Source: an optimization exercise on an open RTL-to-GDS flow (aim: small area, a short achievable clock period and few clock cycles per item). Production flows keep margins and buffers that such runs may drop.
The RTL was checked by simulation tests, not by an equivalence proof against the original design.

run 1:
// fp32_truncating_alu_top
module fp32_truncating_alu_top
(
   input  wire logic        clock,
   input  wire logic        reset,
   input  wire logic        req_tvalid,
   output logic             req_tready,
   input  wire logic [71:0] req_tdata,
   output logic             rsp_tvalid,
   input  wire logic        rsp_tready,
   output logic [39:0]      rsp_tdata
);
Size: about 8900 cells after synthesis, ~1100 flip-flops.
clock: 12.0 ns
lec_check: 0
abc_area: 1
cap_margin: 20
core_margin: 2
core_utilization: 40
slew_margin: 20
standard.sh (not shown) runs the stock make flow with config.mk's settings and CLKGATE_MAP_FILE= SYNTH_SCRIPT=/design/flow/synth_recipe.tcl, a recipe that flattens the netlist after the stock synthesis.
==> flow/flow/run.sh <==
#!/bin/bash
# Standard layout, with timing repair aiming below the clock period: repair
# works on every path with less than SETUP_SLACK_MARGIN ns of slack.
set -euo pipefail
bash standard.sh SETUP_SLACK_MARGIN=7.75 finish > standard_flow.log 2>&1
Testbench counts of run 1, summed over its fixed seeds: cycles 16,080, items 16,000.
#### Input delta (run 2 over run 1)
Settings: an added GPL_ROUTABILITY_DRIVEN of 0.
--- a/flow/flow/run.sh
+++ b/flow/flow/run.sh
@@ -4,2 +4,2 @@
 set -euo pipefail
-bash standard.sh SETUP_SLACK_MARGIN=7.75 finish > standard_flow.log 2>&1
+bash standard.sh SETUP_SLACK_MARGIN=7.5 finish > standard_flow.log 2>&1
## What came out
In the flow results for run 2 and run 1, the proportion of layout cells with a drive suffix above 1 is smaller on run 2. The total number of sequential cells on run 1 is in line with that on run 2. Between run 1 and run 2, the detail-routed via count per cell does not differ in any meaningful way.
[inputs] run 3 vs run 2
Settings: GPL_ROUTABILITY_DRIVEN no longer set, was 0.
==> run summary <==
- Run 3 — critical path depth 7 lower, run 2 as reference
- Critical path buffer and inverter count in run 3 is 3 higher than in run 2
- For clock latency on the worst-skew pair, run 2 and run 3 come out practically identical.
- Maximum cell stage delay along the critical path in run 3 is 0.04 ns higher than in run 2
- Between run 3 and run 2, the placed instance area figures differ only marginally.
- Comparing routed wire length for run 2 and run 3, the smaller number came from run 2.
- Going from run 2 to run 3, global-route usage climbed 1.9 points, clock-buffer cell count climbed 9.7%, sequential cell area share dropped 0.37 points.
The inputs of run 4 differ from those of run 3 as listed below.
Settings: a deleted ABC_AREA that had been 1; an added ABC_CLOCK_PERIOD_IN_PS of 4500.
Results
- Looking at endpoint of the worst setup timing path, the c1[24]$_DFFE_PN_ result is from run 3; the s3[14]$_DFFE_PN_ one comes from run 4.
- Looking at area growth from synthesis to layout, run 4 sits 3.8 points above run 3.
- From run 3 to run 4 the numbers moved as follows: global-route usage comparable; delay of the slowest cell on the worst path decreased 0.11 ns; multi-input combinational cell count higher; non-clock buffer contribution to total cell area shows an increase of 2.1 points.
- Run 4 reports its critical-path cell with the highest stage delay as edfxtp_1 while run 3 reports fa_2.

---

## the previous run
Starting RTL as in the previous note.
Settings: LEC_CHECK=0, ABC_AREA=1, CAP_MARGIN=20, CORE_MARGIN=2, CORE_UTILIZATION=40, SLEW_MARGIN=20; clock period 12.0 ns.
==> flow/flow/run.sh <==
#!/bin/bash
# Standard layout, with timing repair aiming below the clock period: repair
# works on every path with less than SETUP_SLACK_MARGIN ns of slack.
set -euo pipefail
bash standard.sh SETUP_SLACK_MARGIN=7.25 finish > standard_flow.log 2>&1
Testbench counts of the previous run, summed over its fixed seeds: cycles 16,080, items 16,000.
The following lists how the current run was set up differently from the previous run:
Settings: an added CTS_BUF_LIST of sky130_fd_sc_hd__clkbuf_8; an added CTS_CLUSTER_SIZE of 20.
-- flow/flow/run.sh --
<<< the previous run, line 4
set -euo pipefail
bash standard.sh SETUP_SLACK_MARGIN=7.25 finish > standard_flow.log 2>&1
>>> the current run, line 4
set -euo pipefail
bash standard.sh SETUP_SLACK_MARGIN=7.5 finish > standard_flow.log 2>&1
The previous run -> the current run: worst hold slack flat. Wire length for the current run: about 2.2% up relative to the previous run. Between the previous run and the current run, the flow reports non-clock buffer count in the final layout increasing by more than a quarter.

-- re-timing with driven ports --
The flow's constraints put no driver on any port. The routed layouts listed below were extracted and timed again, unchanged, in two steps.
Step 1, drivers: a clkbuf_16 drives clock and a buf_2 each remaining input, both assumed.
Step 2 moves the port delays by t, midway between the first and last clock arrival at a register: inputs arrive t later, outputs are due t later. That takes back most of the time a late clock gives input paths.
Slacks: ideal ports / drivers / drivers and shift; pairs: ideal ports / drivers.
run | t (ns) | slack for setup (ns) | worst slew at a driven data input, ns
run 1 | 0.881 | 7.588 / 7.588 / 7.438 | 0.09
run 2 | 0.885 | 7.435 / 7.435 / 7.338 | 0.10
run 3 | 0.889 | 7.489 / 7.489 / 7.415 | 0.10
run 4 | 0.871 | 6.756 / 6.756 / 6.756 | 0.10
the previous run | 0.883 | 7.256 / 7.256 / 7.256 | 0.08
the current run | 1.076 | 7.464 / 7.464 / 7.400 | 0.09
After both steps setup and hold are still met in every run listed. For run 1, which loses most, drivers alone change the setup slack by 0.000 ns; drivers and shift together by -0.150 ns.
